Source: an optimization exercise on an open RTL-to-GDS flow (aim: small area and a short achievable clock period). Production flows keep margins and buffers that such runs may drop.
In this exercise RTL edits were held to simulation tests only and were not proved equivalent to the original.
No activity file was given, so power comes from the tool's default toggle rates.

delta:
// stride_prefetcher_top
module stride_prefetcher_top (
    input  logic                    clk_i,
    input  logic                    rst_ni,
    input  logic                    snoop_valid_i,
    input  logic [49-1:0] snoop_addr_i,
    output logic                    pf_valid_o,
    input  logic                    pf_ready_i,
    output hwpf_pkg::line_addr_t              pf_base_line_o,
    output hwpf_pkg::stride_t                 pf_stride_o,
    output logic                    pf_drop_o
);
    logic                  cap_valid;
    hwpf_pkg::line_addr_t  cap_line;
    logic                  emit_valid;
    hwpf_pkg::line_addr_t  emit_line;
    hwpf_pkg::stride_t     emit_stride;
    logic [9:0]            emit_blk_ones;
    logic [9:0]            emit_blk_zeros;
    logic                  emit_inc;
    logic                  emit_dec;
    snoop_capture u_capture (
        .clk_i         (clk_i),
        .rst_ni        (rst_ni),
        .snoop_valid_i (snoop_valid_i),
        .snoop_addr_i  (snoop_addr_i),
        .cap_valid_o   (cap_valid),
        .cap_line_o    (cap_line)
    );
    stride_table u_table (
        .clk_i         (clk_i),
        .rst_ni        (rst_ni),
        .snoop_tag_i   (snoop_addr_i[49-1 -: 39]),
        .cap_valid_i   (cap_valid),
        .cap_line_i    (cap_line),
        .emit_valid_o  (emit_valid),
        .emit_line_o   (emit_line),
        .emit_stride_o (emit_stride),
        .emit_blk_ones_o  (emit_blk_ones),
        .emit_blk_zeros_o (emit_blk_zeros),
        .emit_inc_o    (emit_inc),
        .emit_dec_o    (emit_dec)
    );
    stream_queue u_queue (
        .clk_i          (clk_i),
        .rst_ni         (rst_ni),
        .emit_valid_i   (emit_valid),
        .emit_line_i    (emit_line),
        .emit_stride_i  (emit_stride),
        .emit_blk_ones_i  (emit_blk_ones),
        .emit_blk_zeros_i (emit_blk_zeros),
        .emit_inc_i     (emit_inc),
        .emit_dec_i     (emit_dec),
        .pf_valid_o     (pf_valid_o),
        .pf_ready_i     (pf_ready_i),
        .pf_base_line_o (pf_base_line_o),
        .pf_stride_o    (pf_stride_o),
        .pf_drop_o      (pf_drop_o)
    );
endmodule
make LEC_CHECK=0 CAP_MARGIN=20 CORE_MARGIN=2 CORE_UTILIZATION=30 CTS_CLUSTER_DIAMETER=80 CTS_CLUSTER_SIZE=24 SETUP_SLACK_MARGIN=4.3 SLEW_MARGIN=20 finish   # period 7.2 ns
run.sh (not shown) runs the stock make flow with config.mk's settings and CLKGATE_MAP_FILE= SYNTH_SCRIPT=/design/flow/synth_recipe.tcl, a recipe that flattens the netlist after the stock synthesis.
For maple, these inputs were changed with respect to delta:
# delta
export LEC_CHECK = 0
export CAP_MARGIN = 20
export CORE_MARGIN = 2
export CORE_UTILIZATION = 30
export CTS_CLUSTER_DIAMETER = 80
export CTS_CLUSTER_SIZE = 24
export SETUP_SLACK_MARGIN = 4.3
export SLEW_MARGIN = 20
create_clock -name core_clock -period 7.2 [get_ports {clk_i}]
# maple
export LEC_CHECK = 0
export CAP_MARGIN = 20
export CORE_MARGIN = 2
export CORE_UTILIZATION = 40
export CTS_CLUSTER_DIAMETER = 80
export CTS_CLUSTER_SIZE = 24
export SETUP_SLACK_MARGIN = 4.3
export SLEW_MARGIN = 20
create_clock -name core_clock -period 7.2 [get_ports {clk_i}]
Findings:
- Maximum number of pins on one net before global-route repair: delta and maple compared, higher one is delta
- Going from delta to maple, area overhead of the layout relative to synthesis now sits lower; highest fanout seen on the critical path climbed 1.
- Relative to delta, maple improves clock skew.
- Per the comparison of maple with delta, routed length on met1 down 2.8%; cell count along the critical path grew by 1; met3 track demand over resource in global routing roughly the same; first-pass GRT wire length decreased by 2.8% relative to the old numbers.
- From delta to maple the numbers moved as follows: share of the clock period used by the worst path saw an increase, setup slack now smaller.
- Cmp delta and maple / routed wire length / higher: delta
Inputs modified between maple and sierra:
# maple
export LEC_CHECK = 0
export CAP_MARGIN = 20
export CORE_MARGIN = 2
export CORE_UTILIZATION = 40
export CTS_CLUSTER_DIAMETER = 80
export CTS_CLUSTER_SIZE = 24
export SETUP_SLACK_MARGIN = 4.3
export SLEW_MARGIN = 20
create_clock -name core_clock -period 7.2 [get_ports {clk_i}]
# sierra
export LEC_CHECK = 0
export CAP_MARGIN = 20
export CORE_MARGIN = 2
export CORE_UTILIZATION = 35
export CTS_CLUSTER_DIAMETER = 80
export CTS_CLUSTER_SIZE = 24
export SETUP_SLACK_MARGIN = 4.3
export SLEW_MARGIN = 20
create_clock -name core_clock -period 7.2 [get_ports {clk_i}]
## What came out
In the tables for sierra and maple, clock network power share reads higher with maple. Looking at detailed-route wire length on metal 1, sierra sits about 2.1% above maple. [compare] base=maple new=sierra: utilization went down by 5.4 points, finished layout cell area went up by 380 um2, sequential share of layout area went down by 0.38 points. Going from maple to sierra, the total buffers and inverters traversed by the critical path was found to have gone down by 2. Status: cell leakage power parity (maple, sierra).

## what the ideal ports hide
The flow's constraints put no driver on any port. The routed layouts listed below were extracted and timed again, unchanged, in two steps.
Step 1 (the two cells are an assumption about what drives the block):
set clk [get_ports {clk_i}]
set_driving_cell -lib_cell sky130_fd_sc_hd__clkbuf_16 $clk
set_driving_cell -lib_cell sky130_fd_sc_hd__buf_2 [delete_from_list [all_inputs] $clk]
Step 2 times the ports against the registers' clock, not the clock port: input delays grow and output delays shrink by t, the midpoint of the rising clock arrivals with the driver on.
Three values: ideal, step 1, step 2; two values: the first two.
run | shift t [ns] | setup slack, ns | worst setup path at the end | worst data-port slew with drivers (ns)
delta | 0.798 | 4.211 / 4.211 / 3.478 | input to register | 0.18
maple | 0.792 | 4.187 / 4.187 / 3.509 | input to register | 0.07
sierra | 0.788 | 4.272 / 4.198 / 3.503 | input to register | 0.08
After both steps every run listed still meets setup and hold. The setup slack of sierra, which loses most, moves by -0.074 ns with the drivers and by -0.769 ns with both steps.
